Context: an optimization exercise on an open-source flow, tuned for small area. The choices shown serve that exercise and are no tape-out recipe.
In this exercise RTL edits were held to simulation tests only and were not proved equivalent to the original.
No activity file was given, so power comes from the tool's default toggle rates.

==> design.v <==
module ecc_input_loader #(
   parameter  int DATA_W  = 64,
   localparam int N_WORDS = 768 / DATA_W
) (
   input  logic              i_clk,
   input  logic              i_rst_n,
   input  logic              i_in_valid,
   output logic              o_in_ready,
   input  logic [DATA_W-1:0] i_in_data,
   output logic              o_start,
   input  logic              i_core_ack,
   input  logic              i_core_done,
   output logic [255:0]      o_scalar,
   output logic [255:0]      o_px,
   output logic [255:0]      o_py
   ,
   output logic              o_range_err
);
   logic       busy;
   logic [3:0] cnt;
   logic       accept;
   logic       last_word;
   assign accept    = i_in_valid & o_in_ready;
   assign last_word = accept & (cnt == 4'd11);
   always_ff @(posedge i_clk or negedge i_rst_n) begin
      if (!i_rst_n) begin
         o_in_ready <= 1'b0;
         o_start    <= 1'b0;
         busy       <= 1'b0;
      end else begin
         o_in_ready <= (o_in_ready & ~last_word) | (busy & i_core_done) |
                       (~o_in_ready & ~o_start & ~busy);
         o_start    <= (o_in_ready & last_word) | (o_start & ~i_core_ack);
         busy       <= (o_start & i_core_ack) | (busy & ~i_core_done);
      end
   end
   always_ff @(posedge i_clk) begin
      if (!o_in_ready) cnt <= 4'd0;
      else if (accept) cnt <= cnt + 4'd1;
   end
   always_ff @(posedge i_clk) begin
      if (accept) {o_scalar, o_px, o_py} <= {o_scalar[255-DATA_W:0], o_px, o_py, i_in_data};
   end
   logic r_all;    
   logic r_err;
   logic d_mid;    
   assign d_mid = &i_in_data[62:5];
   always_ff @(posedge i_clk) begin
      if (accept) begin
         if (cnt[3:2] == 2'b00) begin
            r_err <= 1'b0;
         end else if (cnt[1:0] == 2'b00) begin
            r_err <= r_err | i_in_data[63];
            r_all <= d_mid & (&i_in_data[4:0]);
         end else if (cnt[1:0] == 2'b11) begin
            r_err <= r_err | (r_all & i_in_data[63] & d_mid & (i_in_data[4:0] >= 5'd13));
         end else begin
            r_all <= r_all & i_in_data[63] & d_mid & (&i_in_data[4:0]);
         end
      end
   end
   assign o_range_err = r_err;
endmodule
==> run.sh <==
#!/bin/bash
# synth_recipe.tcl (not shown) runs the flow's synth.tcl, then flattens the netlist and writes it again
# the make line also repeats each setting of config.mk as NAME=value (left out here)
make -C /OpenROAD-flow-scripts/flow DESIGN_CONFIG=/design/flow/config.mk WORK_HOME=/design/flow/orfs CLKGATE_MAP_FILE= SYNTH_SCRIPT=/design/flow/synth_recipe.tcl finish
==> config.mk <==
export PLATFORM = sky130hd
export DESIGN_NAME = ecc_input_loader
export DESIGN_NICKNAME = ecc_input_loader
export VERILOG_FILES = /design/flow/design.v
export SDC_FILE = /design/flow/constraint.sdc
export NUM_CORES = 4
export LEC_CHECK = 0
export CAP_MARGIN = 20
export CORE_MARGIN = 2
export CORE_UTILIZATION = 40
export SLEW_MARGIN = 20
==> constraint.sdc <==
create_clock -name core_clock -period 5.0 [get_ports {i_clk}]
set_input_delay 1.0000 -clock core_clock [delete_from_list [all_inputs] [get_ports {i_clk}]]
set_output_delay 1.0000 -clock core_clock [all_outputs]
set_load 0.01 [all_outputs]
==> impl_results.md, run 1 <==
* Outcome: finished clean
* Finished Layout Cells at approximately 2600
* Pleak at ~12 nW
* Worst Tran Pin Value at about 0.94 ns
* First-pass GRT wire length at a little under 100000 um
* Buffers added on ports at between 800 and 900
* RSZ-0062 raised after global routing: no
* Worst skew pair latency at between 0.6 and 0.7 ns
* Post-Synth Adder-Cell Area at 0.1587%
* I/O pin cnt at between 800 and 900
* Minimum hold slack at about 0.44 ns
* Async SR Flop Fraction at less than 1%
* Yosys warns at 1
* Final Critical Period at 3.013 ns
* Mapped Nets at between 900 and 1000
* Synth top cells by count: edfxtp_1 (770), nand4_1 (16), inv_1 (5), nand2_1 (5), nor2_1 (5)
* Max Cap Viol at 0
* CP Class: in2reg
* Largest net degree at the start of global routing at 80
* Chip height at between 200 and 250 um
* Total Routing Usage GR at a little under a quarter
* Final hold viol count at 0
* Routed via count at between 10000 and 15000
* GP Congestion at around 0.9
* Vias per inst at 4.774
* Nets at approximately 1800
* Fill cells at 4197
* Yosys reg bits at roughly 780
* Final period util at 60.26%
* HP Class: reg2reg
* Initial Util at 40.30%
* Sequential-to-total area share from yosys stat at between 90% and 100%
* Slew Viols, Final at 0
* Initial antenna violation count at 3
* Clk slew on worst S/H paths at ~0.060 ns
* Final wirelength at about 74000 um
* DRC Markers at 0
* Root buffer cell: clkbuf_16
* Synth area leader: edfxtp_1
* DIE AREA at 0.06108 mm2
* CP Data Arrival Time at 3.24 ns
* FP Rows at 89
* Dpl cells at about 2500
* Pre-CTS setup slack at 1.357 ns
* Layout cells sized above 1 at 6.816%
* Final setup margin at between 1.5 and 2 ns
* Post-Synthesis Cells at between 800 and 900
* Core ar. at 0.05869 mm2
* CTS max path bufs at 3
* # H-tree levels at 3
* Final setup vio count at 0
* Area growth from synthesis to layout at 51.37%
* Synthesized area per cell at ~28 um2
* DRT Pass-1 Iters at 5
* CTS tree: done
* Layout Skew at around 0.026 ns
* Dpl cell area at 0.03324 mm2
* Synth Area in XOR/XNOR at less than 1%
* Main combinational cell family by area after synthesis: simple AND/OR/NAND/NOR gates
* Die width at 247.2 um
* Post-CTS Setup Inserts at 0
* Fmax at ~0.33 GHz
* Post-synthesis mux area share at 0.04233%
* N_diodes at 0
* Most numerous cell in the Yosys netlist: edfxtp_1
* Top cells by area, synth: edfxtp_1 (98%), nand4_1 (0.42%), dfxtp_1 (0.34%)
* Number of synthesized flops with an enable pin at between 700 and 800
* CP Capture Type: flop
* Worst Path Required at about 5.2 ns
* Synth unique cells at 23
* PD cells at 587.5 mW/mm2
* Vias in the first global route at approximately 12000
* Overall Power at 21.03 mW
* Slew Limit Headroom at a little under two fifths
* Num CTS Buffers at roughly 80
* Fin Setup TNS at 0 ns
* CTS hold repair buffers at 0
* Routed WL per cell at around 28 um
* CTS Sinks at about 780
* Final instance area at 0.03580 mm2
* Worst setup SP type: input pin
* Mapped Area at ~0.024 mm2
* Peak VDD IR at ~0.40 mV
* Simple-gate share of the synthesized area at less than 1%
* Overflow after GRT at 0
* First DRT Iteration DRCs at between 800 and 900
* Post-route ant nets at 0
* CP max FO at 70
* Post-CTS Resized at 0
* Top FF cell, synth: edfxtp_1
* Synth Area in Compound Gates at less than 1%
* Final core occ at between 60% and 70%
* DP HPWL at ~58000 um
* Synth top area share at between 90% and 100%
## report_power, final
part | internal (mW) | total, mW | switching (mW)
sequential | 9.41 | 10.3 | 0.906
combinational | 2.38 | 4.89 | 2.51
clock | 3.45 | 5.83 | 2.37
## final cells by class
cell class / count / area (um2) / area share (%)
clock buffer: 98 / 2112 / 5.900
multi-input combinational: 54 / 377.9 / 1.056
timing repair buffer: 857 / 8608 / 24.05
sequential: 777 / 23280 / 65.03
tap: 773 / 967.2 / 2.702
clock inverter: 43 / 431.7 / 1.206
inverter: 5 / 22.52 / 0.06292
## worst max-delay path, stage by stage
cell,delay (ns)
clkdlybuf4s50_1,0.69
nand2_8,0.08
clkinvlp_4,0.56
buf_4,0.80
## logic make-up (layout without fill, tap and decap cells)
group	Yosys count	in the layout
xor gates and xnor gates	3	3
muxes	1	1
AOI/OAI and AO/OA	7	7
and+or+nand+nor	40	40
buffers and inverters	5	1003
adders and majority gates	3	3
DFF	777	777
## final timing paths
kind / from / end / slack, ns / cells after the start
min: o_px[247] / o_scalar[55] / 0.44 / 0
min in group asynchronous: i_rst_n / o_start / 0.57 / 1
max in group asynchronous: i_rst_n / o_in_ready / 4.27 / 1
max: i_in_valid / o_py[107] / 1.99 / 4
max reg2reg: o_in_ready / o_py[107] / 2.53 / 3
min reg2reg: o_px[247] / o_scalar[55] / 0.44 / 0
## state kept, by name, indices dropped and copies added (netlist names)
name and flops:
busy 1, cnt 4, o_in_ready 1, o_px 256
o_py 256, o_scalar 256, o_start 1, r_all 1
r_err 1
## per-layer routing
| metal | vias up | global-route usage (%) | part of all wire, % |
|---|---|---|---|
| met2 | 673 | 40.10 | 51 |
| met5 | - | 0 | 0 |
| li1 | 5314 | - | - |
| met1 | 6323 | 25.94 | 34 |
| met4 | 0 | 9.904 | 3.9 |
| met3 | 137 | 9.355 | 11 |
## cells in the final DEF, fill, tap and decap left out, drive strengths merged
cell	instances
a21oi	2
a221o	1
and2	3
buf	18
bufinv	9
clkbuf	98
clkdlybuf4s50	839
clkinv	32
clkinvlp	1
dfrtp	3
dfxtp	4
edfxtp	770
ha	3
inv	6
mux2i	1
nand2	5
nand3	1
nand4	16
nand4b	1
nor2	5
nor2b	1
nor3	4
nor4	4
o2111ai	1
o21ai	2
o22ai	1
xnor2	2
xor2	1
==> run 2, diff against run 1 <==
--- a/config.mk
+++ b/config.mk
@@ -7,5 +7,6 @@
 export LEC_CHECK = 0
 export CAP_MARGIN = 20
 export CORE_MARGIN = 2
-export CORE_UTILIZATION = 40
+export CORE_UTILIZATION = 65
+export CTS_BUF_LIST = sky130_fd_sc_hd__clkbuf_4
 export SLEW_MARGIN = 20
==> run 2 against run 1 <==
- the run now fails in 3_2_place_iop
- area after synthesis did not move
- synthesized cell count did not move
==> impl_results.md, run 2 <==
* Yosys warns at 1
* Chip height at roughly 200 um
* Top FF cell, synth: edfxtp_1
* Number of synthesized flops with an enable pin at 770
* Synth top cells by count: edfxtp_1 (770), nand4_1 (16), inv_1 (5), nand2_1 (5), nor2_1 (5)
* Synth top area share at a little over nine tenths
* Sequential-to-total area share from yosys stat at 98.43%
* FP Rows at just under 70
* Yosys reg bits at slightly below 800
* Synth unique cells at 23
* Fail Step: 3_2_place_iop
* Top cells by area, synth: edfxtp_1 (98%), nand4_1 (0.42%), dfxtp_1 (0.34%)
* Die width at just under 200 um
* Initial Util at 66.17%
* Mapped Area at 0.02365 mm2
* Err: [ERROR PPL-0024] Number of IO pins (840) exceeds maximum number of available positions (698). Increase the die perimeter from 778.98um to 1142.40um.
* Most numerous cell in the Yosys netlist: edfxtp_1
* Mapped Nets at 908
* Outcome: aborted with a tool error
* Synth area leader: edfxtp_1
* Post-Synthesis Cells at about 840
* Synthesized area per cell at ~28 um2
* Async SR Flop Fraction at less than 1%
## run 2: cell counts after synthesis
Identical to the previous run, type by type.
## run 2: kinds of logic after synthesis
group	share of synthesized area (%)
AND/OR/NAND/NOR	0.9894
AO/OA/AOI/OAI	0.1905
flip-flops	98.43
XOR/XNOR	0.1111
buffers and inverters	0.07937
multiplexers	0.04233
adder cells (fa/ha/maj)	0.1587
==> run 3, diff against run 2 <==
==> flow/run.sh (new file) <==
#!/bin/bash
# Standard ORFS layout, with the port buffers made from the smallest buffer
# (buf_1) instead of the resizer's default choice.
set -euo pipefail
export BUFFER_PORTS_ARGS="-buffer_cell sky130_fd_sc_hd__buf_1"
bash standard.sh finish > run_standard.log 2>&1
==> standard.sh (new file) <==
#!/bin/bash
# synth_recipe.tcl (not shown) runs the flow's synth.tcl, then flattens the netlist and writes it again
# the make line also repeats each setting of config.mk as NAME=value (left out here)
make -C /OpenROAD-flow-scripts/flow DESIGN_CONFIG=/design/flow/config.mk WORK_HOME=/design/flow/orfs CLKGATE_MAP_FILE= SYNTH_SCRIPT=/design/flow/synth_recipe.tcl "${@:-finish}"
--- a/config.mk
+++ b/config.mk
@@ -7,6 +7,6 @@
 export LEC_CHECK = 0
 export CAP_MARGIN = 20
 export CORE_MARGIN = 2
-export CORE_UTILIZATION = 65
+export CORE_UTILIZATION = 40
 export CTS_BUF_LIST = sky130_fd_sc_hd__clkbuf_4
 export SLEW_MARGIN = 20
removed: run.sh
==> run 3 against run 2 <==
- the run now finishes clean
- synthesized cell count is the same
- area after synthesis is the same
==> impl_results.md, run 3 <==
* CP Class: reg2out
* Routed WL per cell at roughly 25 um
* Main combinational cell family by area after synthesis: simple AND/OR/NAND/NOR gates
* Nets at ~2000
* Synth area leader: edfxtp_1
* Synth top cells by count: edfxtp_1 (770), nand4_1 (16), inv_1 (5), nand2_1 (5), nor2_1 (5)
* Core ar. at 0.05869 mm2
* CP max FO at 8
* I/O pin cnt at 840
* # H-tree levels at 4
* Final setup vio count at 0
* Largest stage delay on the critical path at approximately 0.57 ns
* PD cells at ~610 mW/mm2
* Pleak at 10.17 nW
* Initial Util at approximately 40%
* Outcome: finished clean
* Post-Synthesis Cells at 836
* CP delay by family, top: flip-flops
* Final period util at between 50% and 60%
* Num CTS Buffers at 190
* Max Cap Viol at 0
* DRT Pass-1 Iters at 5
* Worst skew pair latency at approximately 0.98 ns
* Clk slew on worst S/H paths at ~0.07 ns
* Top FF cell, synth: edfxtp_1
* CTS max path bufs at 3
* DRC Markers at 0
* Worst Path Required at roughly 4 ns
* CTS Sinks at approximately 780
* Post-CTS Resized at 0
* Initial antenna violation count at 5
* DIE AREA at about 0.06 mm2
* Final hold viol count at 0
* Synth Area in XOR/XNOR at less than 1%
* Synth Area in Compound Gates at less than 1%
* Vias in the first global route at between 10000 and 15000
* Chip height at approximately 250 um
* Post-route ant nets at 0
* Dpl cells at 2469
* R2R cell count at 4
* Die width at 247.2 um
* Final Critical Period at around 2.8 ns
* Sequential-to-total area share from yosys stat at a little over nine tenths
* Area growth from synthesis to layout at 28.58%
* Most frequent cells in the layout: buf_1 (839), edfxtp_1 (770), clkbuf_4 (265)
* Levels on crit path at 1
* First-pass GRT wire length at between 90000 and 100000 um
* RSZ-0062 raised after global routing: no
* Vias per inst at 4.691
* Buffers and inverters on the worst path at 1
* Minimum hold slack at ~0.23 ns
* Root buffer cell: clkbuf_4
* FP Rows at between 80 and 90
* Crit-path slowest cell: dfrtp_1
* CP Capture Type: primary output
* Most common cell after layout, fill and taps aside: buf_1
* Total Routing Usage GR at 21.37%
* Overflow after GRT at 0
* Yosys warns at 1
* Post-Synth Adder-Cell Area at less than 1%
* Async SR Flop Fraction at 0.3861%
* Crit-path cells: buf_1
* Buffers added on ports at ~840
* Slew Limit Headroom at between 30 and 40%
* Layout cells sized above 1 at about 15%
* Slew Viols, Final at 0
* Hold Path Stages at 1
* Fmax at 0.3529 GHz
* CTS tree: done
* HP Class: in2reg
* Finished Layout Cells at between 2000 and 3000
* Post-synthesis mux area share at less than 1%
* Top cells by area, synth: edfxtp_1 (98%), nand4_1 (0.42%), dfxtp_1 (0.34%)
* Most numerous cell in the Yosys netlist: edfxtp_1
* Synth unique cells at 23
* Mapped Nets at slightly above 900
* Synth top area share at between 90 and 100%
* DP HPWL at around 52000 um
* CTS hold repair buffers at 1
* Worst setup SP type: flop
* Mapped Area at approximately 0.024 mm2
* Routed via count at about 13000
* Peak VDD IR at roughly 0.32 mV
* Yosys reg bits at 777
* Final wirelength at roughly 69000 um
* FF-to-FF setup slack at about 2.6 ns
* GP Congestion at between 0.9 and 1
* Number of synthesized flops with an enable pin at 770
* Synthesized area per cell at around 28 um2
* First DRT Iteration DRCs at about 1100
* Post-CTS Setup Inserts at 0
* CP Data Arrival Time at ~1.8 ns
* Worst Tran Pin Value at between 0.9 and 1 ns
* Largest net degree at the start of global routing at ~130
* Layout Skew at around 0.044 ns
* Simple-gate share of the synthesized area at less than 1%
## run 3: worst paths after layout
path | from | to
max | o_in_ready | o_in_ready
min | i_in_data[11] | o_py[11]
max reg2reg | o_in_ready | o_px[135]
min reg2reg | o_px[18] | o_px[82]
max in group asynchronous | i_rst_n | o_in_ready
min in group asynchronous | i_rst_n | busy
## run 3: worst reg2reg max path, cell delays in order (launching register included)
cell	delay (ns)
dfrtp_1	0.51
nand2_8	0.14
clkinvlp_4	0.64
buf_12	0.48
buf_12	0.27
## run 3: kinds of logic (layout without fill, tap and decap cells)
logic type / after synthesis / count (layout)
flops: 777 / 777
simple gates: 40 / 40
compound gates: 7 / 7
buf+inv: 5 / 1188
fa+ha+maj: 3 / 3
xor+xnor: 3 / 3
mux: 1 / 1
other cells: 0 / 4
## run 3: power by group
part | total [mW] | switching, mW | internal [mW]
registers | 10.3 | 0.933 | 9.40
logic | 3.04 | 2.35 | 0.690
clock network | 5.09 | 2.48 | 2.61
## run 3: metal layers
layer	part of all wire [%]	wire (um)	global-route usage, %	vias to the layer above
met5	0	0	0	-
met2	51	35280	34.96	761
met3	11	7570	10.15	102
met4	2.8	1897	9.160	0
li1	-	-	-	5668
met1	35	23770	23.90	6586
## run 3: per-stage QoR
stage / TNS (ns) / power (mW) / worst slack [ns] / instance area [um2] / utilization, %
after floorplan: -6179.76 / 11.73 / -8.027 / 23670 / -
after global placement: 0 / 13.48 / 1.798 / 28030 / 47.76
after detailed placement: 0 / 13.54 / 1.690 / 28030 / 47.76
after CTS: 0 / 18.69 / 1.980 / 30400 / 51.80
after global routing: 0 / 19.32 / 2.014 / 30400 / 51.81
final: 0 / 18.46 / 2.167 / 30410 / 51.81
## run 3: final cells by class
type / count / area (um2)
flip-flops and latches: 777 / 23280
multi-input cells: 54 / 369.1
clock inverters: 57 / 366.6
inverters: 5 / 22.52
repair buffers: 861 / 3405
diodes: 4 / 10.01
well taps: 773 / 967.2
clock buffers: 265 / 1989
fillers: 4858 / 28280
==> run 4, diff against run 3 <==
--- a/config.mk
+++ b/config.mk
@@ -8,5 +8,7 @@
 export CAP_MARGIN = 20
 export CORE_MARGIN = 2
 export CORE_UTILIZATION = 40
-export CTS_BUF_LIST = sky130_fd_sc_hd__clkbuf_4
+export CTS_BUF_LIST = sky130_fd_sc_hd__clkbuf_8
+export CTS_CLUSTER_DIAMETER = 60
+export CTS_CLUSTER_SIZE = 16
 export SLEW_MARGIN = 20
==> run 4 against run 3 <==
- still clean on timing, DRC and antenna
- combinational power hardly changed
- setup slack improved by 0.26 ns
- first-iteration DRC count shrank 16%
- routed wire length decreased by 2.7%
- cell count shrank 8.8%
- critical endpoint is now r_all
- largest cell class unchanged
- largest power group unchanged
==> impl_results.md, run 4 <==
* Num CTS Buffers at 57
* HP Class: in2async
* Area growth from synthesis to layout at 22.59%
* Pleak at about 9.3 nW
* Peak VDD IR at between 0.3 and 0.4 mV
* PD cells at between 500 and 600 mW/mm2
* GP Congestion at 0.9110
* Final setup vio count at 0
* # H-tree levels at 2
* Top FF cell, synth: edfxtp_1
* CTS Sinks at slightly below 800
* Highest Signal Layer: met4
* Most numerous cell in the Yosys netlist: edfxtp_1
* Fmax at a little under 0.4 GHz
* Nets at ~1800
* Slew Limit Headroom at between 20% and 30%
* Final wirelength at approximately 67000 um
* First DRT Iteration DRCs at roughly 900
* Mapped Nets at between 900 and 1000
* Synth top cells by count: edfxtp_1 (770), nand4_1 (16), inv_1 (5), nand2_1 (5), nor2_1 (5)
* Total Routing Usage GR at 20.37%
* CP max FO at 2
* Final Critical Period at about 2.6 ns
* Yosys reg bits at roughly 780
* Worst Tran Pin Value at about 1.1 ns
* Most frequent cells in the layout: buf_1 (839), edfxtp_1 (770), clkbuf_8 (59)
* Buffers added on ports at ~840
* DRC Markers at 0
* Root buffer cell: clkbuf_8
* CP Class: in2reg
* Initial antenna violation count at 4
* Fill cells at slightly below 5000
* Largest net degree at the start of global routing at between 100 and 150
* Synth unique cells at 23
* Final core occ at between 40 and 50%
* Number of synthesized flops with an enable pin at 770
* CTS max path bufs at 3
* Mapped Area at approximately 0.024 mm2
* Sequential Area at between 0.02 and 0.025 mm2
* Vias in the first global route at 11390
* Max Cap Viol at 0
* Post-Synthesis Cells at 836
* Overflow after GRT at 0
* Async SR Flop Fraction at 0.3861%
* CTS hold repair buffers at 0
* Top cells by area, synth: edfxtp_1 (98%), nand4_1 (0.42%), dfxtp_1 (0.34%)
* Final hold viol count at 0
* Chip height at 247.2 um
* Vias per inst at 4.806
* Overall Power at approximately 16 mW
* Sequential-to-total area share from yosys stat at 98.43%
* FP Rows at just under 90
* RSZ-0062 raised after global routing: no
* Layout Skew at around 0.038 ns
* Worst Path Required at 5.50 ns
* DP HPWL at around 52000 um
* Slew Viols, Final at 0
* CTS tree: done
* Worst skew pair latency at approximately 0.67 ns
* CP Capture Type: flop
* Worst setup SP type: input pin
* CP Data Arrival Time at 3.07 ns
* Most common cell after layout, fill and taps aside: buf_1
* Core ar. at 0.05869 mm2
* Post-route ant nets at 0
* Yosys warns at 1
* First-pass GRT wire length at around 87000 um
* Final period util at 51.44%
* Metal-1 WL at around 24000 um
* Die width at about 250 um
* Multi-input gate area at 369.1 um2
* Initial Util at between 40% and 50%
* Routed via count at around 12000
* I/O pin cnt at 840
* Layout cells sized above 1 at about 5.2%
* Outcome: finished clean
* Synthesized area per cell at between 20 and 30 um2
* Synth top area share at a little over nine tenths
* Routed wl met3 at 6545 um
* Clk slew on worst S/H paths at ~0.10 ns
* Met2 wire len at 34650 um
* Post-CTS Resized at 0
* Routed WL per cell at ~26 um
* DRT Pass-1 Iters at 5
* DIE AREA at approximately 0.061 mm2
* Synth area leader: edfxtp_1
* Post-CTS Setup Inserts at 0
run 4: per-stage QoR:
stage               TNS (ns)  cell area (um2)  hold slack [ns]  setup WS [ns]  instances
floorplan           -6179.76            23670           0.4990         -8.027        836
global placement           0            28030           0.4283          1.798       2469
detailed placement         0            28030           0.4308          1.690       2469
CTS                        0            28990          0.06719          2.390       2549
global route               0            28990          0.07868          2.369       2550
finish                     0            28990           0.1202          2.428       2551
run 4: path summary, 6_finish.rpt:
path | to | start | slack, ns | depth (start not counted)
max | r_all | i_in_data[48] | 2.43 | 5
min | busy | i_rst_n | 0.12 | 1
max reg2reg | o_px[200] | o_in_ready | 2.67 | 4
min reg2reg | o_scalar[105] | o_scalar[41] | 0.45 | 0
max in group asynchronous | o_in_ready | i_rst_n | 4.71 | 1
min in group core_clock | o_scalar[105] | o_scalar[41] | 0.45 | 0
run 4: per-layer routing:
layer | up-vias | global-route usage, %
met2 | 648 | 34.71
met1 | 6299 | 24.29
met5 | - | 0
met4 | 0 | 5.705
li1 | 5221 | -
met3 | 93 | 7.521
run 4: area by class of cell:
class                      count  area share, %
inverter                       5        0.07768
tap                          773          3.336
multi-input combinational     54          1.273
timing repair buffer         860          11.71
sequential                   777          80.29
clock inverter                21         0.4963
clock buffer                  59          2.801
antenna                        2        0.01726
run 4: critical path: stages:
cell and delay (ns):
buf_1 0.12, nand4_1 0.37, nor4_2 0.94, nand4_1 0.28, nor4_2 0.35
run 4: power by group:
part | internal [mW] | total, mW | switching, mW
Clock | 1.15 | 3.08 | 1.93
Combinational | 0.689 | 3.03 | 2.34
Sequential | 9.38 | 10.3 | 0.932
Total | 11.2 | 16.4 | 5.21
run 4: cell families (layout without fill, tap and decap cells):
logic type               Yosys count  count (layout)  synth area share, %
AO/OA/AOI/OAI                      7               7               0.1905
XOR/XNOR                           3               3               0.1111
adder cells (fa/ha/maj)            3               3               0.1587
buffers and inverters              5             945              0.07937
flip-flops                       777             777                98.43
multiplexers                       1               1              0.04233
other                              0               2                    0
AND/OR/NAND/NOR                   40              40               0.9894
==> run 5, diff against run 4 <==
==> flow/run.sh (replaced) <==
#!/bin/bash
# Standard ORFS layout, with the port buffers made from the smallest buffer
# (buf_1) and pins allowed on every routing track of the die edge.
set -euo pipefail
export BUFFER_PORTS_ARGS="-buffer_cell sky130_fd_sc_hd__buf_1"
export PLACE_PINS_ARGS="-min_distance 1 -min_distance_in_tracks"
bash standard.sh finish > run_standard.log 2>&1
--- a/config.mk
+++ b/config.mk
@@ -7,7 +7,7 @@
 export LEC_CHECK = 0
 export CAP_MARGIN = 20
 export CORE_MARGIN = 2
-export CORE_UTILIZATION = 40
+export CORE_UTILIZATION = 70
 export CTS_BUF_LIST = sky130_fd_sc_hd__clkbuf_8
 export CTS_CLUSTER_DIAMETER = 60
 export CTS_CLUSTER_SIZE = 16
==> run 5 against run 4 <==
- cell area decreased by 1.8%
- utilization rose by 36 points
- synthesized cell count did not move
- critical path type is now reg2out
- clock skew grew 0.0041 ns
- non-clock buffer count is 3 lower
- maximum frequency up 1.5%
- sequential power about the same
==> impl_results.md, run 5 <==
* GP Congestion at between 0.9 and 1
* Fin Setup TNS at 0 ns
* CTS Sinks at between 700 and 800
* Most common cell after layout, fill and taps aside: buf_1
* Synth Area in XOR/XNOR at less than 1%
* Mapped Nets at ~910
* Final period util at about half
* Initial antenna violation count at 4
* Peak VDD IR at between 0.4 and 0.5 mV
* CP max FO at 8
* Pleak at 9.248 nW
* Yosys reg bits at about 780
* Crit path capture: o_in_ready
* Synth unique cells at 23
* Buffers and inverters on the worst path at 1
* Pre-CTS setup slack at about 1.7 ns
* DRT Pass-1 Iters at 7
* Async SR Flop Fraction at less than 1%
* Mapped Area at between 0.02 and 0.025 mm2
* Die width at around 190 um
* R2R cell count at 5
* R2r startpoint: o_in_ready
* Levels on crit path at 1
* DP HPWL at approximately 44000 um
* First-pass GRT wire length at between 70000 and 80000 um
* Post-Synthesis Cells at about 840
* HP Class: in2async
* CTS tree: done
* CP Capture Type: primary output
* Finished Layout Cells at roughly 2200
* Buffers added on ports at about 840
* Final core occ at between 80% and 90%
* Post-CTS Setup Inserts at 0
* Sequential-to-total area share from yosys stat at 98.43%
* Total Routing Usage GR at between 30% and 40%
* First DRT Iteration DRCs at around 1000
* Vias per inst at around 5.7
* Worst Tran Pin Value at between 0.5 and 0.6 ns
* Overall Power at 16.05 mW
* Final wirelength at 57680 um
* Layout Skew at 0.04203 ns
* I/O pin cnt at 840
* Minimum hold slack at approximately 0.15 ns
* Dpl cells at ~2100
* Most numerous cell in the Yosys netlist: edfxtp_1
* Global-route met3 utilization at roughly 17%
* Main combinational cell family by area after synthesis: simple AND/OR/NAND/NOR gates
* Crit-path cells: buf_1
* Final hold viol count at 0
* Top Usage Layer GRT: met2
* Reg-to-reg endpoint: o_px[253]
* Post-CTS Resized at 0
* Clk slew on worst S/H paths at roughly 0.1 ns
* Synth Area in Compound Gates at less than 1%
* Worst setup SP type: flop
* CP Class: reg2out
* DIE AREA at between 0.03 and 0.04 mm2
* FF-to-FF setup slack at around 2.6 ns
* # H-tree levels at 2
* Post-Synth Adder-Cell Area at less than 1%
* Largest stage delay on the critical path at 0.60 ns
* Dpl cell area at approximately 0.028 mm2
* Worst skew pair latency at about 0.65 ns
* Layout cells sized above 1 at under 10%
* Post-synthesis mux area share at less than 1%
* Largest net degree at the start of global routing at 79
* CP Data Arrival Time at 1.53 ns
* Final Critical Period at about 2.5 ns
* Synthesized area per cell at 28.29 um2
* FP Rows at 67
* Final setup vio count at 0
* Top FF cell, synth: edfxtp_1
* DRC Markers at 0
* Simple-gate share of the synthesized area at 0.9894%
* RSZ-0062 raised after global routing: no
* Synth top area share at between 90 and 100%
* Grt met2 use at about half
* Synth area leader: edfxtp_1
* Root buffer cell: clkbuf_8
* Num CTS Buffers at 54
* Routed WL per cell at around 26 um
* Final instance area at roughly 0.028 mm2
* Synth top cells by count: edfxtp_1 (770), nand4_1 (16), inv_1 (5), nand2_1 (5), nor2_1 (5)
* PD cells at roughly 560 mW/mm2
* Slew Viols, Final at 0
* Crit-path slowest cell: dfrtp_1
* Yosys warns at 1
* Routed via count at approximately 13000
* Fmax at 0.3948 GHz
* Core ar. at 0.03336 mm2
* Top cells by area, synth: edfxtp_1 (98%), nand4_1 (0.42%), dfxtp_1 (0.34%)
* Max Cap Viol at 0
* Post-route ant nets at 0
* Slew Limit Headroom at approximately three fifths
* CTS max path bufs at 3
* CP delay by family, top: flip-flops
* Most frequent cells in the layout: buf_1 (839), edfxtp_1 (770), clkbuf_8 (55)
* Nets at 1821
* CTS hold repair buffers at 0
* Final setup margin at between 2 and 2.5 ns
* Worst setup path startpoint: o_in_ready
* Worst Path Required at ~4 ns
* Chip height at 187.8 um
* Vias in the first global route at between 10000 and 15000
* Met1 Usage GRT at between 30% and 40%
* Area growth from synthesis to layout at 20.42%
* Initial Util at a little under three quarters
* Outcome: finished clean
* Number of synthesized flops with an enable pin at 770
* Overflow after GRT at 0
[run 5: worst min-delay path by stage]
stage,start,end,slack (ns),depth (start not counted)
6_report,i_rst_n,busy,0.15,1
3_3_place_gp,o_py[255],o_px[63],0.43,0
4_1_cts,i_rst_n,busy,0.12,1
3_5_place_dp,o_py[186],o_py[250],0.43,0
2_1_floorplan,o_py[192],o_px[0],0.50,0
5_1_grt,i_rst_n,busy,0.13,1
[run 5: final cells by class]
cell class                      instances  area, um2
Fill cell                            1444       4887
Inverter                                5      22.52
Timing Repair Buffer                  857       3422
Sequential cell                       777      23280
Clock buffer                           55      757.0
Clock inverter                         14      61.31
Tap cell                              448      560.5
Antenna cell                            3      7.507
Multi-Input combinational cell         54      369.1
[run 5: kinds of logic after synthesis]
family,after synthesis
AO/OA/AOI/OAI,7
XOR/XNOR,3
multiplexers,1
flip-flops,777
buffers and inverters,5
adder cells (fa/ha/maj),3
AND/OR/NAND/NOR,40
[run 5: layer usage]
metal,vias up,routed length (um)
li1,5208,-
met3,233,9286
met5,-,16
met2,999,26510
met4,2,4147
met1,6081,17730
[run 5: worst reg2reg max path, delay by kind of cell (launching register included)]
| kind | cells | cell delay [ns] |
|---|---|---|
| and+or+nand+nor | 1 | 0.08 |
| DFF | 1 | 0.60 |
| buffers and inverters | 4 | 1.30 |
[run 5: power by group]
part	internal, mW	switching (mW)	total, mW
logic	0.707	2.41	3.12
clock network	1.00	1.76	2.76
registers	9.37	0.800	10.2
total	11.1	4.97	16.0
==> run 6, diff against run 5 <==
--- a/config.mk
+++ b/config.mk
@@ -8,7 +8,5 @@
 export CAP_MARGIN = 20
 export CORE_MARGIN = 2
 export CORE_UTILIZATION = 70
-export CTS_BUF_LIST = sky130_fd_sc_hd__clkbuf_8
-export CTS_CLUSTER_DIAMETER = 60
-export CTS_CLUSTER_SIZE = 16
+export CTS_BUF_LIST = sky130_fd_sc_hd__clkbuf_4
 export SLEW_MARGIN = 20
==> run 6 against run 5 <==
- critical endpoint unchanged
- clock-buffer cell count is 209 higher
- maximum frequency is 6.4% lower
- clock power is 72% higher
- die area stayed put
- cell count is 11% higher
==> impl_results.md, run 6 <==
* Outcome: finished clean
* CP max FO at 8
* Peak VDD IR at ~0.45 mV
* Synth top area share at 97.77%
* # H-tree levels at 4
* Final Critical Period at between 2 and 3 ns
* Top cells by area, synth: edfxtp_1 (98%), nand4_1 (0.42%), dfxtp_1 (0.34%)
* Async SR Flop Fraction at less than 1%
* Hold endpoint: o_py[54]
* I/O pin cnt at 840
* RSZ-0062 raised after global routing: no
* Dpl cells at 2140
* R2R cell count at 4
* Largest stage delay on the critical path at around 0.57 ns
* Post-CTS Setup Inserts at 0
* Worst Tran Pin Value at around 0.59 ns
* Crit-path cells: buf_1
* CTS tree: done
* HP Class: in2reg
* Vias per inst at roughly 5.6
* First-pass GRT wire length at between 80000 and 90000 um
* Die width at around 190 um
* Most numerous cell in the Yosys netlist: edfxtp_1
* Slew Limit Headroom at roughly 60%
* Num CTS Buffers at 174
* Worst Path Required at approximately 4.0 ns
* Clk slew on worst S/H paths at ~0.07 ns
* Routed WL per cell at 25.70 um
* Area growth from synthesis to layout at 26.25%
* Worst skew pair latency at 0.85 ns
* Nets at ~1900
* Initial antenna violation count at 5
* CP delay by family, top: flip-flops
* Overflow after GRT at 0
* Top FF cell, synth: edfxtp_1
* Worst setup SP type: flop
* Most frequent cells in the layout: buf_1 (839), edfxtp_1 (770), clkbuf_4 (264)
* Final period util at between 50% and 60%
* Final setup vio count at 0
* First DRT Iteration DRCs at ~1300
* Pleak at just over 10 nW
* Synth top cells by count: edfxtp_1 (770), nand4_1 (16), inv_1 (5), nand2_1 (5), nor2_1 (5)
* R2r startpoint: o_in_ready
* Fin Setup TNS at 0 ns
* Slew Viols, Final at 0
* Fmax at ~0.37 GHz
* Post-route ant nets at 0
* Synth unique cells at 23
* Mapped Nets at approximately 910
* DRT Pass-1 Iters at 7
* Final hold viol count at 0
* Vias in the first global route at about 13000
* Number of synthesized flops with an enable pin at 770
* Buffers and inverters on the worst path at 1
* CTS hold repair buffers at 1
* Buffers added on ports at about 840
* Most common cell after layout, fill and taps aside: buf_1
* Layout Skew at ~0.046 ns
* Mapped Area at 0.02365 mm2
* DRC Markers at 0
* CTS Sinks at approximately 800
* Sequential-to-total area share from yosys stat at 98.43%
* Hold Path Stages at 1
* CP Capture Type: primary output
* DP HPWL at 44020 um
* Final wirelength at about 63000 um
* Total Routing Usage GR at 35.53%
* FF-to-FF setup slack at 2.89 ns
* CP Class: reg2out
* Post-CTS Resized at 0
* DIE AREA at 0.03527 mm2
* GP Congestion at approximately 1
* Initial Util at just over 70%
* Post-Synthesis Cells at 836
* CP Data Arrival Time at between 1.5 and 2 ns
* CTS max path bufs at 3
* Largest net degree at the start of global routing at 79
* Yosys warns at 1
* Yosys reg bits at around 780
* Root buffer cell: clkbuf_4
* Finished Layout Cells at roughly 2500
* Max Cap Viol at 0
* FP Rows at 67
* Synth area leader: edfxtp_1
* Chip height at roughly 190 um
* HP Start: i_in_data[54]
* PD cells at 608.2 mW/mm2
* Routed via count at approximately 14000
* Reg-to-reg endpoint: o_py[35]
* Layout cells sized above 1 at about 15%
* Core ar. at around 0.033 mm2
* Crit-path slowest cell: dfrtp_1
* Synthesized area per cell at approximately 28 um2
[run 6: report_power, final]
group / internal [mW] / switching [mW] / total, mW
registers: 9.39 / 0.838 / 10.2
clock network: 2.46 / 2.30 / 4.76
logic: 0.707 / 2.47 / 3.17
total: 12.6 / 5.61 / 18.2
[run 6: stage by stage]
step	hold slack [ns]	power (mW)	instance area [um2]	setup slack, ns	utilization [%]
global placement	0.4272	13.16	27630	1.715	82.82
global route	0.3079	18.75	29850	2.239	89.47
CTS	0.2997	18.12	29830	2.248	89.41
floorplan	0.4990	11.73	23670	-8.027	-
finish	0.3555	18.16	29860	2.293	89.49
detailed placement	0.4308	13.34	27630	1.666	82.82
[run 6: layout make-up]
type / instances / area (um2)
Sequential cell: 777 / 23280
Fill cell: 1234 / 3507
Timing Repair Buffer: 858 / 3432
Clock buffer: 264 / 1982
Tap cell: 448 / 560.5
Multi-Input combinational cell: 54 / 369.1
Clock inverter: 47 / 206.4
Inverter: 5 / 22.52
Antenna cell: 3 / 7.507
[run 6: kinds of logic (layout without fill, tap and decap cells)]
kind of cell,count (synthesis),after routing,share of synthesized area (%)
AOI/OAI and AO/OA,7,7,0.1905
xor gates and xnor gates,3,3,0.1111
adders and majority gates,3,3,0.1587
buffers and inverters,5,1174,0.07937
DFF,777,777,98.43
muxes,1,1,0.04233
other,0,3,0
and+or+nand+nor,40,40,0.9894
[run 6: worst max-delay path by stage]
| stage | from | slack (ns) | cells after the start | endpoint |
|---|---|---|---|---|
| after floorplan | i_in_valid | -8.03 | 2 | o_px[0] |
| after global placement | i_in_valid | 1.71 | 5 | o_scalar[79] |
| after detailed placement | i_in_valid | 1.67 | 5 | o_px[138] |
| after CTS | o_in_ready | 2.25 | 1 | o_in_ready |
| after global routing | o_in_ready | 2.24 | 1 | o_in_ready |
| final | o_in_ready | 2.29 | 1 | o_in_ready |
[run 6: per-layer routing]
| metal | vias to the layer above | routed length [um] | global-route usage [%] |
|---|---|---|---|
| li1 | 5625 | - | - |
| met1 | 6583 | 18880 | 38.83 |
| met2 | 1187 | 29540 | 53.68 |
| met3 | 255 | 10250 | 19.45 |
| met4 | 4 | 4429 | 24.02 |
| met5 | - | 27 | 0 |
==> run 7, diff against run 6 <==
--- a/config.mk
+++ b/config.mk
@@ -8,5 +8,7 @@
 export CAP_MARGIN = 20
 export CORE_MARGIN = 2
 export CORE_UTILIZATION = 70
-export CTS_BUF_LIST = sky130_fd_sc_hd__clkbuf_4
+export CTS_BUF_LIST = sky130_fd_sc_hd__clkbuf_8
+export CTS_CLUSTER_DIAMETER = 45
+export CTS_CLUSTER_SIZE = 20
 export SLEW_MARGIN = 20
==> run 7 against run 6 <==
- total power shrank 9.2%
- area after synthesis unchanged
- setup slack improved by 0.17 ns
- clock skew decreased by 0.00085 ns
- critical path depth is the same
- non-clock buffer count down 1
- hold slack got worse by 0.20 ns
- clock-buffer cell count shrank 209
- maximum frequency up 6.8%
- combinational power about the same
- register-to-register slack got worse by 0.25 ns
- sequential cell count did not move
- critical path type unchanged
==> impl_results.md, run 7 <==
* Final setup vio count at 0
* Overflow after GRT at 0
* FP Rows at 67
* R2r startpoint: o_in_ready
* Reg power frac at 61.8%
* Clk pwr share at around a fifth
* CTS tree: done
* Synth top cells by count: edfxtp_1 (770), nand4_1 (16), inv_1 (5), nand2_1 (5), nor2_1 (5)
* Fill cells at 1414
* Outcome: finished clean
* Worst Tran Pin Value at a little under 0.6 ns
* Area growth from synthesis to layout at 21.58%
* Worst setup path startpoint: o_in_ready
* HP Class: in2async
* Final setup margin at around 2.5 ns
* Worst Path Required at around 4.0 ns
* Largest net degree at the start of global routing at 79
* Total Routing Usage GR at between 30% and 40%
* Initial Util at 70.88%
* Async SR Flop Fraction at less than 1%
* Internal at 11.31 mW
* Post-Synthesis Cells at ~840
* Slew Limit Headroom at 59.92%
* Core ar. at ~0.033 mm2
* RSZ-0062 raised after global routing: no
* Slew Viols, Final at 0
* DIE AREA at between 0.03 and 0.04 mm2
* Largest stage delay on the critical path at 0.59 ns
* Post-CTS Setup Inserts at 0
* R2R cell count at 5
* Final period util at 50.71%
* Number of synthesized flops with an enable pin at 770
* Root buffer cell: clkbuf_8
* Max Cap Viol at 0
* Multi-input gate area at around 370 um2
* Crit-path slowest cell: dfrtp_1
* Most common cell after layout, fill and taps aside: buf_1
* Fmax at slightly below 0.4 GHz
* Final Critical Period at roughly 2.5 ns
* Post-route ant nets at 0
* Yosys reg bits at 777
* CP Class: reg2out
* Synth unique cells at 23
* # H-tree levels at 2
* CP max FO at 8
* Top cells by area, synth: edfxtp_1 (98%), nand4_1 (0.42%), dfxtp_1 (0.34%)
* Num CTS Buffers at 52
* Final wirelength at around 59000 um
* Buffers added on ports at about 840
* Die width at around 190 um
* CP delay by family, top: flip-flops
* Top FF cell, synth: edfxtp_1
* Minimum hold slack at between 0.15 and 0.2 ns
* Fin Setup TNS at 0 ns
* Levels on crit path at 1
* Vias in the first global route at 11980
* DRC Markers at 0
* Mapped Nets at 908
* Sequential Area at 0.02328 mm2
* PD cells at 573.1 mW/mm2
* Pleak at roughly 9.4 nW
* Synth area leader: edfxtp_1
* Nets at approximately 1800
* Routed via count at approximately 13000
* First-pass GRT wire length at ~80000 um
* Clk slew on worst S/H paths at 0.11 ns
* Vias per inst at approximately 5.7
* DRT Pass-1 Iters at 5
* Part of the power in combinational logic at roughly a fifth
* CTS hold repair buffers at 0
* Worst skew pair latency at around 0.64 ns
* DP HPWL at approximately 44000 um
* Final hold viol count at 0
* Layout Skew at approximately 0.046 ns
* CTS Sinks at ~780
* FF-to-FF setup slack at 2.64 ns
* Buffers and inverters on the worst path at 1
* Routed WL per cell at roughly 26 um
* Synth top area share at 97.77%
* Chip height at 187.8 um
* Post-CTS Resized at 0
* Switching power total at 5.166 mW
* Yosys warns at 1
* Synthesized area per cell at ~28 um2
* Final core occ at a little under nine tenths
* I/O pin cnt at 840
* CP Capture Type: primary output
* Crit path capture: o_in_ready
* Reg-to-reg endpoint: o_px[74]
* Pre-CTS setup slack at roughly 1.7 ns
* Most numerous cell in the Yosys netlist: edfxtp_1
* Layout cells sized above 1 at around 5.9%
* Switching share of power at about a third
* Initial antenna violation count at 5
* First DRT Iteration DRCs at 1039
* Mapped Area at 0.02365 mm2
* Peak VDD IR at roughly 0.37 mV
* Most frequent cells in the layout: buf_1 (839), edfxtp_1 (770), clkbuf_8 (55)
* CP Data Arrival Time at about 1.5 ns
* CTS max path bufs at 3
* Sequential-to-total area share from yosys stat at between 90% and 100%
* Crit-path cells: buf_1
* GP Congestion at approximately 0.97
* Worst setup SP type: flop
[run 7: cell types whose count changed in the layout (fill, tap and decap cells not counted)]
cell / before / now
inv_2: 4 / 0
clkinvlp_4: 1 / 8
bufinv_16: 1 / 3
inv_8: 0 / 2
clkinv_1: 39 / 1
clkbuf_4: 264 / 0
inv_6: 0 / 5
dlygate4sd3_1: 1 / 0
clkinv_4: 0 / 6
clkbuf_8: 0 / 55
clkinv_2: 3 / 5
inv_1: 4 / 16
[run 7: kinds of logic after synthesis]
group	Yosys count	share of synthesized area, %
simple gates	40	0.9894
mux	1	0.04233
buf+inv	5	0.07937
fa+ha+maj	3	0.1587
compound gates	7	0.1905
xor+xnor	3	0.1111
flops	777	98.43
[run 7: metrics by stage]
step,power (mW),area (um2),cells
floorplan,11.73,23670,836
finish,16.48,28750,2240
CTS,16.44,28720,2236
global route,17.00,28750,2238
global placement,13.16,27630,2140
detailed placement,13.34,27630,2140
[run 7: how the worst min path moves through the flow]
stage                   start         to  slack (ns)  depth (start not counted)
floorplan           o_py[192]    o_px[0]        0.50                          0
global placement    o_py[255]   o_px[63]        0.43                          0
detailed placement  o_py[186]  o_py[250]        0.43                          0
CTS                   i_rst_n       busy        0.13                          1
global route          i_rst_n       busy        0.12                          1
finish                i_rst_n       busy        0.15                          1
[run 7: metal layers]
metal / routed length, um / GRT usage [%] / up-vias
met3: 9174 / 16.45 / 224
met1: 18300 / 37.32 / 6171
li1: - / - / 5239
met2: 27340 / 50.71 / 1020
met4: 4129 / 19.44 / 4
met5: 29 / 0 / -
[run 7: cell type report]
cell class	instances	area share (%)
Clock inverter	41	1.166
Inverter	5	0.07833
Antenna cell	3	0.02611
Multi-Input combinational cell	54	1.284
Timing Repair Buffer	857	11.90
Clock buffer	55	2.633
Tap cell	448	1.950
Sequential cell	777	80.96
[run 7: power groups by stage]
stage	clock network, mW	registers [mW]	logic, mW
global placement	0	10.2	2.99
global route	3.42	10.3	3.24
detailed placement	0	10.3	3.04
CTS	3.21	10.2	3.05
finish	3.16	10.2	3.14
floorplan	0	11.2	0.487
==> run 8, diff against run 7 <==
--- a/config.mk
+++ b/config.mk
@@ -9,6 +9,6 @@
 export CORE_MARGIN = 2
 export CORE_UTILIZATION = 70
 export CTS_BUF_LIST = sky130_fd_sc_hd__clkbuf_8
-export CTS_CLUSTER_DIAMETER = 45
-export CTS_CLUSTER_SIZE = 20
+export CTS_CLUSTER_DIAMETER = 100
+export CTS_CLUSTER_SIZE = 19
 export SLEW_MARGIN = 20
==> run 8 against run 7 <==
- global-route usage is 1.1 points lower
- clock skew is 0.015 ns lower
- area after synthesis stayed put
- setup slack better by 0.020 ns
==> impl_results.md, run 8 <==
* Yosys warns at 1
* Fill cells at approximately 1500
* Final hold viol count at 0
* Final core occ at between 80% and 90%
* Worst skew pair latency at between 0.6 and 0.7 ns
* First-pass GRT wire length at roughly 79000 um
* HP Class: in2async
* Total Routing Usage GR at about a third
* Top FF cell, synth: edfxtp_1
* CP Data Arrival Time at about 1.5 ns
* # H-tree levels at 2
* Switching share of power at approximately 30%
* Sequential-to-total area share from yosys stat at between 90 and 100%
* CTS tree: done
* Minimum hold slack at ~0.18 ns
* Routed WL per cell at 26.00 um
* Levels on crit path at 1
* Final instance area at 0.02838 mm2
* Crit-path slowest cell: dfrtp_1
* Worst Path Required at around 4.0 ns
* Synthesized area per cell at ~28 um2
* CTS Sinks at around 800
* Internal at 10.96 mW
* Part of the power in combinational logic at 19.7%
* Initial Util at a little under three quarters
* DRC Markers at 0
* Post-CTS Setup Inserts at 0
* Chip height at between 150 and 200 um
* DIE AREA at roughly 0.035 mm2
* RSZ-0062 raised after global routing: no
* Buffers added on ports at 839
* CTS hold repair buffers at 0
* Crit-path cells: buf_1
* Yosys reg bits at between 700 and 800
* Root buffer cell: clkbuf_8
* CTS max path bufs at 3
* Clk pwr share at roughly 16%
* Buffers and inverters on the worst path at 1
* Nets at 1813
* Pleak at approximately 9 nW
* Fmax at a little under 0.4 GHz
* Synth area leader: edfxtp_1
* PD cells at 559.2 mW/mm2
* CP delay by family, top: flip-flops
* GP Congestion at ~1
* Most frequent cells in the layout: buf_1 (839), edfxtp_1 (770), clkbuf_8 (49)
* Post-route ant nets at 0
* Post-CTS Resized at 0
* I/O pin cnt at 840
* Core ar. at around 0.033 mm2
* Layout Skew at slightly above 0.03 ns
* Num CTS Buffers at between 40 and 50
* CP Capture Type: primary output
* Vias per inst at 5.685
* Largest stage delay on the critical path at 0.59 ns
* Final wirelength at roughly 57000 um
* Async SR Flop Fraction at less than 1%
* Synth top area share at a little over nine tenths
* Die width at 187.8 um
* Largest net degree at the start of global routing at just under 80
* Top cells by area, synth: edfxtp_1 (98%), nand4_1 (0.42%), dfxtp_1 (0.34%)
* Mapped Nets at around 910
* Initial antenna violation count at 4
* Routed via count at around 13000
* Final Critical Period at 2.515 ns
* Synth top cells by count: edfxtp_1 (770), nand4_1 (16), inv_1 (5), nand2_1 (5), nor2_1 (5)
* Peak VDD IR at about 0.47 mV
* CP max FO at 8
* FF-to-FF setup slack at roughly 2.7 ns
* Switching power total at between 4 and 5 mW
* Final period util at about 50%
* Reg power frac at 64.0%
* Clk slew on worst S/H paths at approximately 0.11 ns
* Overflow after GRT at 0
* Dpl cell area at between 0.02 and 0.03 mm2
* Most numerous cell in the Yosys netlist: edfxtp_1
* DP HPWL at about 44000 um
* Outcome: finished clean
* Most common cell after layout, fill and taps aside: buf_1
* Slew Viols, Final at 0
* Area growth from synthesis to layout at 19.99%
* Post-Synthesis Cells at 836
* DRT Pass-1 Iters at 5
* Dpl cells at between 2000 and 2500
* Vias in the first global route at 11800
* Finished Layout Cells at about 2200
* First DRT Iteration DRCs at ~1000
* Worst setup SP type: flop
* FP Rows at 67
* CP Class: reg2out
* Final setup vio count at 0
* Slew Limit Headroom at between 50% and 60%
* Mapped Area at roughly 0.024 mm2
* Max Cap Viol at 0
* Synth unique cells at 23
* Layout cells sized above 1 at just over 4%
* R2R cell count at 5
* Number of synthesized flops with an enable pin at slightly below 800
* Worst Tran Pin Value at 0.6036 ns
==> run 8: cell counts after synthesis <==
Identical to the previous run, type by type.
==> run 8: routing by layer <==
layer  vias to the layer above  wire length, um  track usage, %
li1                       5194                -               -
met1                      6099            17930           36.59
met2                      1008            26070           48.09
met3                       234             9049           16.19
met4                         0             4293           19.29
met5                         -                0               0
==> run 8: area by class of cell <==
cell class	count	area (um2)	share of cell area, %
tap	448	560.5	1.975
timing repair buffer	857	3422	12.06
clock inverter	11	41.29	0.1455
multi-input combinational	54	369.1	1.301
inverter	5	22.52	0.07937
clock buffer	49	674.4	2.377
sequential	777	23280	82.03
antenna	4	10.01	0.03527
==> run 8: cell families after synthesis <==
kind of cell               synth area share, %
AOI/OAI and AO/OA                       0.1905
xor gates and xnor gates                0.1111
adders and majority gates               0.1587
buffers and inverters                  0.07937
DFF                                      98.43
muxes                                  0.04233
and+or+nand+nor                         0.9894
==> run 8: worst paths after layout <==
path,startpoint,end
worst max-delay path,o_in_ready,o_in_ready
worst min-delay path,i_rst_n,busy
worst max register to register,o_in_ready,o_py[168]
worst min register to register,o_scalar[93],o_scalar[157]
max in group asynchronous,i_rst_n,o_in_ready
min in group core_clock,o_scalar[93],o_scalar[157]
==> run 8: through the flow <==
step                setup TNS (ns)  total power [mW]  setup WS, ns
finish                           0             15.87         2.485
global route                     0             16.38         2.431
CTS                              0             15.84         2.286
floorplan                 -6179.76             11.73        -8.027
global placement                 0             13.16         1.715
detailed placement               0             13.34         1.666
==> run 8: power by group through the flow <==
stage	Clock, mW	Combinational [mW]	Sequential, mW
finish	2.59	3.12	10.2
global placement	0	2.99	10.2
floorplan	0	0.487	11.2
global route	2.83	3.23	10.3
CTS	2.63	3.04	10.2
detailed placement	0	3.04	10.3
==> run 9, diff against run 8 <==
--- a/config.mk
+++ b/config.mk
@@ -7,7 +7,7 @@
 export LEC_CHECK = 0
 export CAP_MARGIN = 20
 export CORE_MARGIN = 2
-export CORE_UTILIZATION = 70
+export CORE_UTILIZATION = 78
 export CTS_BUF_LIST = sky130_fd_sc_hd__clkbuf_8
 export CTS_CLUSTER_DIAMETER = 100
 export CTS_CLUSTER_SIZE = 19
==> run 9 against run 8 <==
- the run now fails in 3_5_place_dp
- area after synthesis unchanged
- synthesized cell count unchanged
==> impl_results.md, run 9 <==
* Outcome: aborted with a tool error
* Err: [ERROR DPL-0033] detailed placement checks failed during check placement.
* Buffers added on ports at 839
* Synth unique cells at 23
* Synth top cells by count: edfxtp_1 (770), nand4_1 (16), inv_1 (5), nand2_1 (5), nor2_1 (5)
* Mapped Nets at roughly 910
* Synth area leader: edfxtp_1
* Die width at ~180 um
* Post-Synthesis Cells at about 840
* Synthesized area per cell at about 28 um2
* Chip height at around 180 um
* GP Congestion at 0.9876
* Async SR Flop Fraction at less than 1%
* Top FF cell, synth: edfxtp_1
* Yosys warns at 1
* Yosys reg bits at ~780
* DP HPWL at 57970 um
* Fail Step: 3_5_place_dp
* Mapped Area at ~0.024 mm2
* Synth top area share at between 90% and 100%
* I/O pin cnt at 840
* Sequential-to-total area share from yosys stat at 98.43%
* Number of synthesized flops with an enable pin at between 700 and 800
* Top cells by area, synth: edfxtp_1 (98%), nand4_1 (0.42%), dfxtp_1 (0.34%)
* Most numerous cell in the Yosys netlist: edfxtp_1
* Initial Util at 79.58%
* FP Rows at between 60 and 70
run 9: cell counts after synthesis:
No cell type changed its count.
run 9: through the flow:
stage | TNS, ns | setup WS (ns) | hold slack [ns] | total power [mW] | cell area [um2]
2_1_floorplan | -6179.76 | -8.027 | 0.4990 | 11.73 | 23670
3_3_place_gp | 0 | 2.005 | 0.4273 | 13.12 | 27460
run 9: cell families after synthesis:
| group | share of synthesized area [%] |
|---|---|
| buffers and inverters | 0.07937 |
| AND/OR/NAND/NOR | 0.9894 |
| flip-flops | 98.43 |
| multiplexers | 0.04233 |
| AO/OA/AOI/OAI | 0.1905 |
| adder cells (fa/ha/maj) | 0.1587 |
| XOR/XNOR | 0.1111 |
run 9: worst max path at each step:
| stage | start | to | depth (start not counted) |
|---|---|---|---|
| 3_3_place_gp | i_in_valid | o_scalar[198] | 5 |
| 2_1_floorplan | i_in_valid | o_px[0] | 2 |
run 9: power groups by stage:
stage             sequential (mW)  clock (mW)  combinational (mW)
floorplan                    11.2           0               0.487
global placement             10.2           0                2.92
==> run 10, diff against run 9 <==
==> config.mk (replaced) <==
export PLATFORM = sky130hd
export DESIGN_NAME = ecc_input_loader
export DESIGN_NICKNAME = ecc_input_loader
export VERILOG_FILES = /design/flow/design.v
export SDC_FILE = /design/flow/constraint.sdc
export NUM_CORES = 4
export LEC_CHECK = 0
export ABC_AREA = 1
export CAP_MARGIN = 0
export CORE_MARGIN = 2
export CORE_UTILIZATION = 50
export CTS_BUF_LIST = sky130_fd_sc_hd__clkbuf_8
export CTS_CLUSTER_DIAMETER = 40
export CTS_CLUSTER_SIZE = 18
export SLEW_MARGIN = 0
==> run 10 against run 9 <==
- now clean on timing, DRC and antenna
- synthesized cell count increased by 5.1%
- area after synthesis increased by 0.51%
==> impl_results.md, run 10 <==
* Outcome: finished clean
* Largest stage delay on the critical path at 0.57 ns
* Final core occ at 64.04%
* Sequential-to-total area share from yosys stat at around 98%
* Post-Synthesis Cells at a little under 900
* N_diodes at 0
* Initial Util at between 50% and 60%
* Synth top cells by count: edfxtp_1 (770), nand2_1 (32), inv_1 (20), nor2_1 (15)
* Most numerous cell in the Yosys netlist: edfxtp_1
* Dpl cells at 2335
* Synth unique cells at 22
* First DRT Iteration DRCs at 828
* CTS max path bufs at 3
* Area growth from synthesis to layout at 25.96%
* CTS hold repair buffers at 0
* Final hold viol count at 0
* Peak VDD IR at between 0.7 and 0.8 mV
* Clk slew on worst S/H paths at 0.08 ns
* Overall Power at approximately 17 mW
* CP Data Arrival Time at between 2 and 3 ns
* Slew Viols, Final at 0
* I/O pin cnt at 840
* # H-tree levels at 3
* Layout cells sized above 1 at under 10%
* Worst setup SP type: flop
* Routed via count at 12620
* Num CTS Buffers at 92
* Pre-CTS setup slack at around 1.9 ns
* Max Cap Viol at 0
* Worst skew pair latency at ~0.68 ns
* Mapped Nets at around 950
* Async SR Flop Fraction at 0.3861%
* Final Critical Period at 2.514 ns
* DIE AREA at about 0.05 mm2
* Yosys reg bits at 777
* Vias in the first global route at 12510
* Final setup vio count at 0
* Overflow after GRT at 0
* Core ar. at 0.04675 mm2
* FP Rows at slightly below 80
* Buffers and inverters on the worst path at 2
* Most frequent cells in the layout: buf_1 (839), edfxtp_1 (770), clkbuf_8 (95)
* Top FF cell, synth: edfxtp_1
* Fin Setup TNS at 0 ns
* Initial antenna violation count at 4
* Worst Tran Pin Value at approximately 1 ns
* Crit-path cells: nand2_1 > clkinv_16 > buf_12
* HP Class: in2async
* Largest net degree at the start of global routing at 280
* Worst Path Required at between 5 and 6 ns
* Synthesized area per cell at 27.04 um2
* Buffers added on ports at between 800 and 900
* Fmax at about 0.40 GHz
* Chip height at 222.0 um
* CTS Sinks at 777
* DRC Markers at 0
* Post-CTS Resized at 0
* Number of synthesized flops with an enable pin at between 700 and 800
* Die width at around 220 um
* Crit-path slowest cell: clkinv_16
* PD cells at about 560 mW/mm2
* Mapped Area at between 0.02 and 0.025 mm2
* Final wirelength at roughly 59000 um
* Pleak at a little under 10 nW
* Synth top area share at between 90% and 100%
* Synth area leader: edfxtp_1
* Vias per inst at 5.044
* CP Class: reg2reg
* Top cells by area, synth: edfxtp_1 (97%), nand2_1 (0.51%), dfxtp_1 (0.34%)
* Root buffer cell: clkbuf_8
* Post-route ant nets at 0
* First-pass GRT wire length at 81120 um
* Final setup margin at between 2 and 2.5 ns
* DP HPWL at around 43000 um
* Layout Skew at 0.03230 ns
* CP Capture Type: flop
* GP Congestion at ~0.96
* Routed WL per cell at between 20 and 25 um
* Nets at about 1900
* CP delay by family, top: buffers and inverters
* RSZ-0062 raised after global routing: no
* CP max FO at about 280
* Slew Limit Headroom at approximately 33%
* Fill cells at 3373
* CTS tree: done
* Finished Layout Cells at ~2500
* DRT Pass-1 Iters at 5
* Yosys warns at 1
* Most common cell after layout, fill and taps aside: buf_1
* Post-CTS Setup Inserts at 0
* Total Routing Usage GR at a little under a quarter
* Final period util at between 50% and 60%
run 10: changes by cell type after synthesis, moves of 3 or more:
cell,before,now
and2_1,3,0
a21oi_1,2,6
nor2_1,5,15
nand2_1,5,32
inv_1,5,20
nand4_1,16,6
run 10: final timing paths:
| kind | from | endpoint | slack (ns) | cells after the start |
|---|---|---|---|---|
| max in group asynchronous | i_rst_n | busy | 4.72 | 1 |
| max reg2reg | o_in_ready | o_px[229] | 2.49 | 3 |
| min reg2reg | o_py[162] | o_py[226] | 0.43 | 0 |
| max | o_in_ready | o_px[229] | 2.49 | 3 |
| min in group core_clock | o_py[162] | o_py[226] | 0.43 | 0 |
| min | i_rst_n | o_in_ready | 0.11 | 1 |
run 10: worst register-to-register path: cells and delay by family (launching register included):
kind / cells / cell delay (ns)
flip-flops: 1 / 0.44
buffers and inverters: 2 / 1.37
AND/OR/NAND/NOR: 1 / 0.37
run 10: layer usage:
layer  GRT usage [%]  part of all wire [%]  routed length (um)
met5               0                  0.12                  70
met4           26.09                    13                7511
met3           9.382                   8.6                5064
met2           37.36                    49               28900
met1           20.80                    30               17670
run 10: power breakdown:
part | switching [mW] | internal (mW)
registers | 0.565 | 8.90
logic | 1.95 | 0.512
clock network | 2.41 | 2.43
total | 4.93 | 11.8
run 10: per-stage QoR:
step | hold WS, ns | instance area, um2
final | 0.1072 | 29940
after global routing | 0.06259 | 29940
after CTS | 0.05549 | 29940
after detailed placement | 0.4303 | 27840
after global placement | 0.4287 | 27840
after floorplan | 0.4568 | 23780
run 10: cell families after synthesis:
kind of cell    after synthesis  share of synthesized area [%]
fa+ha+maj                     3                         0.1579
flops                       777                          97.93
compound gates               15                         0.3685
xor+xnor                      1                        0.03685
buf+inv                      22                         0.3474
simple gates                 61                          1.163
run 10: area by class of cell:
cell class | count | area, um2 | area share [%]
Clock buffer | 95 | 1308 | 4.367
Timing Repair Buffer | 849 | 3287 | 10.98
Tap cell | 607 | 759.5 | 2.537
Multi-Input combinational cell | 80 | 410.4 | 1.371
Clock inverter | 73 | 790.8 | 2.641
Sequential cell | 777 | 23280 | 77.74
Inverter | 22 | 108.9 | 0.3636
==> run 11, diff against run 10 <==
--- a/config.mk
+++ b/config.mk
@@ -9,7 +9,7 @@
 export CAP_MARGIN = 0
 export CORE_MARGIN = 2
 export CORE_UTILIZATION = 50
-export CTS_BUF_LIST = sky130_fd_sc_hd__clkbuf_8
-export CTS_CLUSTER_DIAMETER = 40
-export CTS_CLUSTER_SIZE = 18
+export CTS_BUF_LIST = sky130_fd_sc_hd__clkbuf_16
+export CTS_CLUSTER_DIAMETER = 60
+export CTS_CLUSTER_SIZE = 40
 export SLEW_MARGIN = 0
==> run 11 against run 10 <==
- still clean
- clock skew is 0.0039 ns lower
- sequential share of layout area is 1.7 points higher
- first-iteration DRC count is 11% higher
- cell count is 3.8% lower
- critical endpoint is now o_scalar[178]
- largest cell class unchanged
- largest power group unchanged
- highest routed layer unchanged
==> impl_results.md, run 11 <==
* Overflow after GRT at 0
* Max Cap Viol at 0
* Top cells by area, synth: edfxtp_1 (97%), nand2_1 (0.51%), dfxtp_1 (0.34%)
* Final setup vio count at 0
* Final hold viol count at 0
* Internal at between 10 and 15 mW
* Clk pwr share at roughly 25%
* Fin Setup TNS at 0 ns
* Root buffer cell: clkbuf_16
* Reg power frac at 59.6%
* Slew Viols, Final at 0
* Final period util at a little over half
* Synth area leader: edfxtp_1
* Sequential-to-total area share from yosys stat at 97.93%
* Worst skew pair latency at 0.59 ns
* # H-tree levels at 2
* CP Data Arrival Time at 2.93 ns
* Post-CTS Setup Inserts at 0
* First-pass GRT wire length at about 80000 um
* CTS tree: done
* Top FF cell, synth: edfxtp_1
* Outcome: finished clean
* Total Routing Usage GR at around 23%
* Core ar. at between 0.04 and 0.05 mm2
* Clk slew on worst S/H paths at roughly 0.090 ns
* Minimum hold slack at roughly 0.19 ns
* Peak VDD IR at a little over 0.6 mV
* Chip height at roughly 220 um
* CP Capture Type: flop
* CP Class: in2reg
* Worst Tran Pin Value at 1.050 ns
* DRT Pass-1 Iters at 5
* CTS max path bufs at 3
* Fill cells at 3409
* Worst Path Required at between 5 and 6 ns
* Pre-CTS setup slack at approximately 1.9 ns
* Nets at around 1800
* Synth top area share at 97.27%
* Vias per inst at around 5.1
* Die width at around 220 um
* Crit-path cells: buf_1 > nand2_1 > clkinv_16 > buf_12
* CTS Sinks at 777
* Switching power total at between 4 and 5 mW
* Most frequent cells in the layout: buf_1 (839), edfxtp_1 (770), clkbuf_16 (41)
* Synth unique cells at 22
* Slew Limit Headroom at roughly 30%
* FP Rows at 79
* Mapped Nets at approximately 950
* Synthesized area per cell at between 20 and 30 um2
* PD cells at ~540 mW/mm2
* Largest net degree at the start of global routing at between 200 and 300
* HP Class: in2async
* Synth top cells by count: edfxtp_1 (770), nand2_1 (32), inv_1 (20), nor2_1 (15)
* Layout Skew at 0.02844 ns
* Overall Power at 15.88 mW
* Initial antenna violation count at 4
* Routed via count at about 12000
* Vias in the first global route at 11980
* Post-Synthesis Cells at roughly 880
* Number of synthesized flops with an enable pin at 770
* Async SR Flop Fraction at less than 1%
* CP max FO at between 200 and 300
* Fmax at roughly 0.38 GHz
* First DRT Iteration DRCs at 919
* Part of the power in combinational logic at between 10% and 20%
* Final Critical Period at ~2.6 ns
* Final wirelength at 58310 um
* GP Congestion at 0.9611
* Post-route ant nets at 0
* Mapped Area at between 0.02 and 0.025 mm2
* DIE AREA at about 0.049 mm2
* Num CTS Buffers at about 40
* Worst setup SP type: input pin
* Yosys reg bits at 777
* Yosys warns at 1
* Buffers added on ports at between 800 and 900
* CTS hold repair buffers at 0
* Initial Util at between 50% and 60%
* Switching share of power at 29.87%
* RSZ-0062 raised after global routing: no
* I/O pin cnt at 840
* Routed WL per cell at roughly 24 um
* Pleak at 9.584 nW
* DRC Markers at 0
* DP HPWL at between 40000 and 50000 um
* Largest stage delay on the critical path at ~0.57 ns
* Most common cell after layout, fill and taps aside: buf_1
* Area growth from synthesis to layout at 23.29%
* Most numerous cell in the Yosys netlist: edfxtp_1
* Post-CTS Resized at 0
* N_diodes at 0
* Dpl cell area at 0.02784 mm2
* Final setup margin at approximately 2.4 ns
* Final instance area at roughly 0.03 mm2
* Crit-path slowest cell: clkinv_16
* Layout cells sized above 1 at under 10%
## run 11: cell count changes in the layout (fill, tap and decap cells not counted), sizes merged
| cell | delta |
|---|---|
| clkbuf | -54 |
| inv | -13 |
| clkinv | -10 |
| bufinv | -9 |
| clkinvlp | -9 |
## run 11: final cells by class
class / count / area (um2) / area share [%]
sequential: 777 / 23280 / 79.43
timing repair buffer: 849 / 3287 / 11.22
clock buffer: 41 / 1026 / 3.501
tap: 607 / 759.5 / 2.591
clock inverter: 32 / 437.9 / 1.494
multi-input combinational: 80 / 410.4 / 1.400
inverter: 22 / 108.9 / 0.3714
## run 11: critical path, delay by kind of cell
family / cells / cell delay [ns]
buffers and inverters: 3 / 1.20
AND/OR/NAND/NOR: 1 / 0.34
## run 11: metal layers
metal	track usage, %	vias to the layer above	share of wire, %
met2	36.56	732	48
li1	-	5284	-
met5	0	-	0.12
met1	21.10	5999	30
met4	26.44	8	13
met3	7.766	309	8.1
## run 11: power by group through the flow
stage	clock, mW	combinational (mW)	sequential, mW
4_1_cts	4.07	2.44	9.48
3_5_place_dp	0	2.43	9.63
3_3_place_gp	0	2.43	9.54
6_report	3.97	2.46	9.46
5_1_grt	4.28	2.57	9.61
2_1_floorplan	0	0.492	10.2
## run 11: path summary, 6_finish.rpt
kind | from | end | slack (ns) | depth (start not counted)
worst max-delay path | i_in_valid | o_scalar[178] | 2.36 | 4
worst min-delay path | i_rst_n | o_in_ready | 0.19 | 1
worst max register to register | o_in_ready | o_scalar[178] | 2.37 | 3
worst min register to register | o_px[247] | o_scalar[55] | 0.43 | 0
max in group asynchronous | i_rst_n | busy | 4.65 | 1
min in group core_clock | o_px[247] | o_scalar[55] | 0.43 | 0
## run 11: cell families (layout without fill, tap and decap cells)
| logic type | Yosys count | count (layout) | share of synthesized area [%] |
|---|---|---|---|
| AO/OA/AOI/OAI | 15 | 15 | 0.3685 |
| XOR/XNOR | 1 | 1 | 0.03685 |
| adder cells (fa/ha/maj) | 3 | 3 | 0.1579 |
| buffers and inverters | 22 | 944 | 0.3474 |
| flip-flops | 777 | 777 | 97.93 |
| AND/OR/NAND/NOR | 61 | 61 | 1.163 |
## run 11: through the flow
stage / utilization [%] / cells
after floorplan: - / 879
after global placement: 59.55 / 2335
after detailed placement: 59.55 / 2335
after CTS: 62.68 / 2408
after global routing: 62.68 / 2408
final: 62.68 / 2408

## port drivers added, routing unchanged
The flow's constraints put no driver on any port. The routed layouts listed below were extracted and timed again, unchanged, in two steps.
Step 1: set_driving_cell puts a clkbuf_16 on i_clk and a buf_2 on each other input, an assumption about the parent block.
Step 2 times the ports against the registers' clock, not the clock port: input delays grow and output delays shrink by t, the midpoint of the rising clock arrivals with the driver on.
a / b / c = ideal / step 1 / step 2; a / b = the first two.
run	shift t [ns]	setup WS [ns]
run 1	0.661	1.987 / 1.924 / 1.264
run 3	1.013	2.167 / 2.108 / 1.738
run 4	0.712	2.428 / 2.410 / 1.748
run 5	0.678	2.467 / 2.418 / 1.834
run 6	0.874	2.293 / 2.246 / 2.035
run 7	0.666	2.465 / 2.414 / 1.824
run 8	0.646	2.485 / 2.431 / 1.837
run 10	0.720	2.486 / 2.486 / 1.856
run 11	0.635	2.357 / 2.373 / 1.748
After both steps setup and hold are still met in every run listed.
